Source: an optimization exercise on an open RTL-to-GDS flow (aim: small area, a short achievable clock period and few clock cycles per item). Production flows keep margins and buffers that such runs may drop.
Function was checked by simulation only, so behaviour that the tests miss may differ from the original.

==> flow/design.v (excerpt) <==
module peTop (
	input wire clk,
	input wire rstN,
	input wire cmdValid,
	input wire [2:0] cmdOp,
	input wire [16-1:0] cmdData,
	output logic cmdReady,
	output logic outValid,
	output logic [16-1:0] outData,
	input wire outReady
);
	localparam logic [2:0] MA = 3'd0;
	localparam logic [2:0] MAB = 3'd1;
	localparam logic [2:0] BIAS = 3'd2;
	localparam logic [2:0] ACT = 3'd3;
	localparam logic [2:0] ACTCLR = 3'd4;
	localparam logic [2:0] LOAD = 3'd5;
	logic stall;
	logic v1;
	logic fMA1;
	logic fMAB1;
	logic fBIAS1;
	logic fACT1;
	logic fCLR1;
	logic fLOAD1;
	logic [15:0] d1;
	logic [15:0] wmem [16];
	logic [3:0] wRd;
	logic [3:0] wWr;
	logic wFull;
	logic [15:0] bmem [8];
	logic [2:0] bRd;
	logic [2:0] bWr;
	logic [3:0] bCnt;
	logic headIsR;
	logic rValid;
	logic [7:0] rQ;
	logic rNeg;
	logic act2;
	logic clr2;
	logic [15:0] a2;
	logic [7:0] bNeg2;
	logic [7:0] bOne2;
	logic [7:0] bTwo2;
	logic act3;
	logic clr3;
	logic [31:0] row0;
	logic [31:0] row1;
	logic [31:0] row2;
	logic [31:0] acc;
	logic [3:1] accC;
	logic accKeep;
	logic outVal;
	logic outValidQ;
	assign outValid = outValidQ;
	logic [15:0] outQ;
	assign outData = outQ;
	logic busy;
	logic [3:0] cnt;
	logic dNeg;
	logic dClr;
	logic [15:0] rem;
	logic [15:0] dvs;
	logic [7:0] quo;
	wire go1 = v1 && !stall;
	wire isMA1 = fMA1;
	wire isMAB1 = fMAB1;
	wire isBIAS1 = fBIAS1;
	wire isCLR1 = fCLR1;
	wire isLOAD1 = fLOAD1;
	wire isAct1 = fACT1 || fCLR1;
	wire isMac1 = fMA1 || fMAB1 || fBIAS1;
	wire wLoad = go1 && isLOAD1 && !wFull;
	wire wAdv = go1 && isMac1;
	wire [3:0] wWrNext = wWr + 4'd1;
  ...
export LEC_CHECK = 0
export CAP_MARGIN = 20
export CORE_MARGIN = 2
export CORE_UTILIZATION = 55
export CTS_CLUSTER_DIAMETER = 80
export CTS_CLUSTER_SIZE = 25
export SLEW_MARGIN = 20
export SYNTH_HIERARCHICAL = 1
create_clock -name core_clock -period 9.0 [get_ports {clk}]
standard.sh (not shown) runs the stock make flow with config.mk's settings and CLKGATE_MAP_FILE= SYNTH_SCRIPT=/design/flow/synth_recipe.tcl, a recipe that flattens the netlist after the stock synthesis.
==> flow/flow/run.sh <==
#!/bin/bash
set -euo pipefail
MARGIN=$(cat flow/margin.txt)
bash standard.sh synth > synth.log 2>&1
bash standard.sh SETUP_SLACK_MARGIN="$MARGIN" finish > layout.log 2>&1
==> flow/flow/margin.txt <==
6.0
The baseline produced a clean layout.
Testbench counts at the start, summed over its fixed seeds: cycles 7,701, results 384.
Rerun with:
==> flow/flow/margin.txt (replaced) <==
6.4
Settings changed: CORE_UTILIZATION 55 to 40.
Outcome: Count of clock-buffer cells in the layout climbs by 2; synthesized cell count does not change; die area climbs by 37%; final area climbs by 6.2%; final cell count climbs by 13%.

Starting RTL as in the previous note.
export LEC_CHECK = 0
export CAP_MARGIN = 20
export CORE_MARGIN = 2
export CORE_UTILIZATION = 40
export CTS_CLUSTER_DIAMETER = 80
export CTS_CLUSTER_SIZE = 25
export SLEW_MARGIN = 20
export SYNTH_HIERARCHICAL = 1
create_clock -name core_clock -period 9.0 [get_ports {clk}]
==> flow/flow/margin.txt <==
6.2
Scripts as last shown in full above: flow/flow/run.sh
The first run finished clean.
Testbench counts at the start, summed over its fixed seeds: cycles 7,701, results 384.
Change:
==> flow/flow/margin.txt (replaced) <==
6.0
- CTS_CLUSTER_DIAMETER: 80 -> 100
- CTS_CLUSTER_SIZE: 25 -> 32
=> The new run finished with timing, DRC and antenna clean. Clock-buffer cell count shrinks by 13. Flip-flop and latch count does not change. Via count shrinks by 1.1%. Global-route usage shrinks by 0.37 points.

Setup of run A:
peTop again, from the RTL that the note above started with.
clock: 9.0 ns
lec_check: 0
cap_margin: 20
core_margin: 2
core_utilization: 40
cts_cluster_diameter: 90
cts_cluster_size: 28
slew_margin: 20
synth_hierarchical: 1
==> flow/flow/margin.txt <==
6.0
Scripts as last shown in full above: flow/flow/run.sh
Testbench counts of run A, summed over its fixed seeds: cycles 7,701, results 384.
Edits applied to the flow inputs when going from run A to run B:
Settings: CTS_CLUSTER_DIAMETER now 80, was 90; CTS_CLUSTER_SIZE now 25, was 28.
Relative to run A, design area has increased by 260 um^2 in run B. Run A -> run B: first-pass GRT wire length increased slightly. Run B against run A: share of the clock period used by the worst path after layout up 0.42 points, utilization up 0.32 points. Diff run A -> run B | number of DRC violations after detailed-routing iteration 0 | up by a few percent. In run B, cell depth of the worst flop-to-flop path is higher than in run A. Taking run A as the reference, in run B fraction of met3 tracks used by global routing grew by 0.39 points, number of post-CTS setup repair buffers +1. Sequential share of layout area: run B < run A. From run A to run B the numbers moved as follows: relative max-transition margin +1.6 points. Run A ended up with sky130_fd_sc_hd__dfrtp_1 as its cell at the slowest stage of the critical path; run B ended up with sky130_fd_sc_hd__fa_1.

-- separate check: timing with driven ports --
Ports are ideal in the flow. The routed layouts listed here were re-timed in OpenROAD. Step 1: set_driving_cell puts a clkbuf_16 on clk and a buf_2 on each other input, an assumption about the parent block. Step 2 times the ports against the registers' clock, not the clock port: input delays grow and output delays shrink by t, the midpoint of the rising clock arrivals with the driver on. Three values: ideal, step 1, step 2; two values: the first two.
| run | t, ns | setup WS [ns] | cell pins on the clock port's net |
|---|---|---|---|
| the first run of note 1 | 0.642 | 5.910 / 5.910 / 5.504 | 1 |
| the second run of note 1 | 0.649 | 6.059 / 5.999 / 5.861 | 1 |
| the first run of note 2 | 0.655 | 6.066 / 6.001 / 5.646 | 1 |
| the second run of note 2 | 0.702 | 6.013 / 5.950 / 5.531 | 1 |
| run A | 0.639 | 6.082 / 6.017 / 5.638 | 1 |
| run B | 0.659 | 6.044 / 5.984 / 5.503 | 1 |
After both steps every run listed still meets setup and hold. The setup slack of run B, which loses most, moves by -0.060 ns with the drivers and by -0.541 ns with both steps.
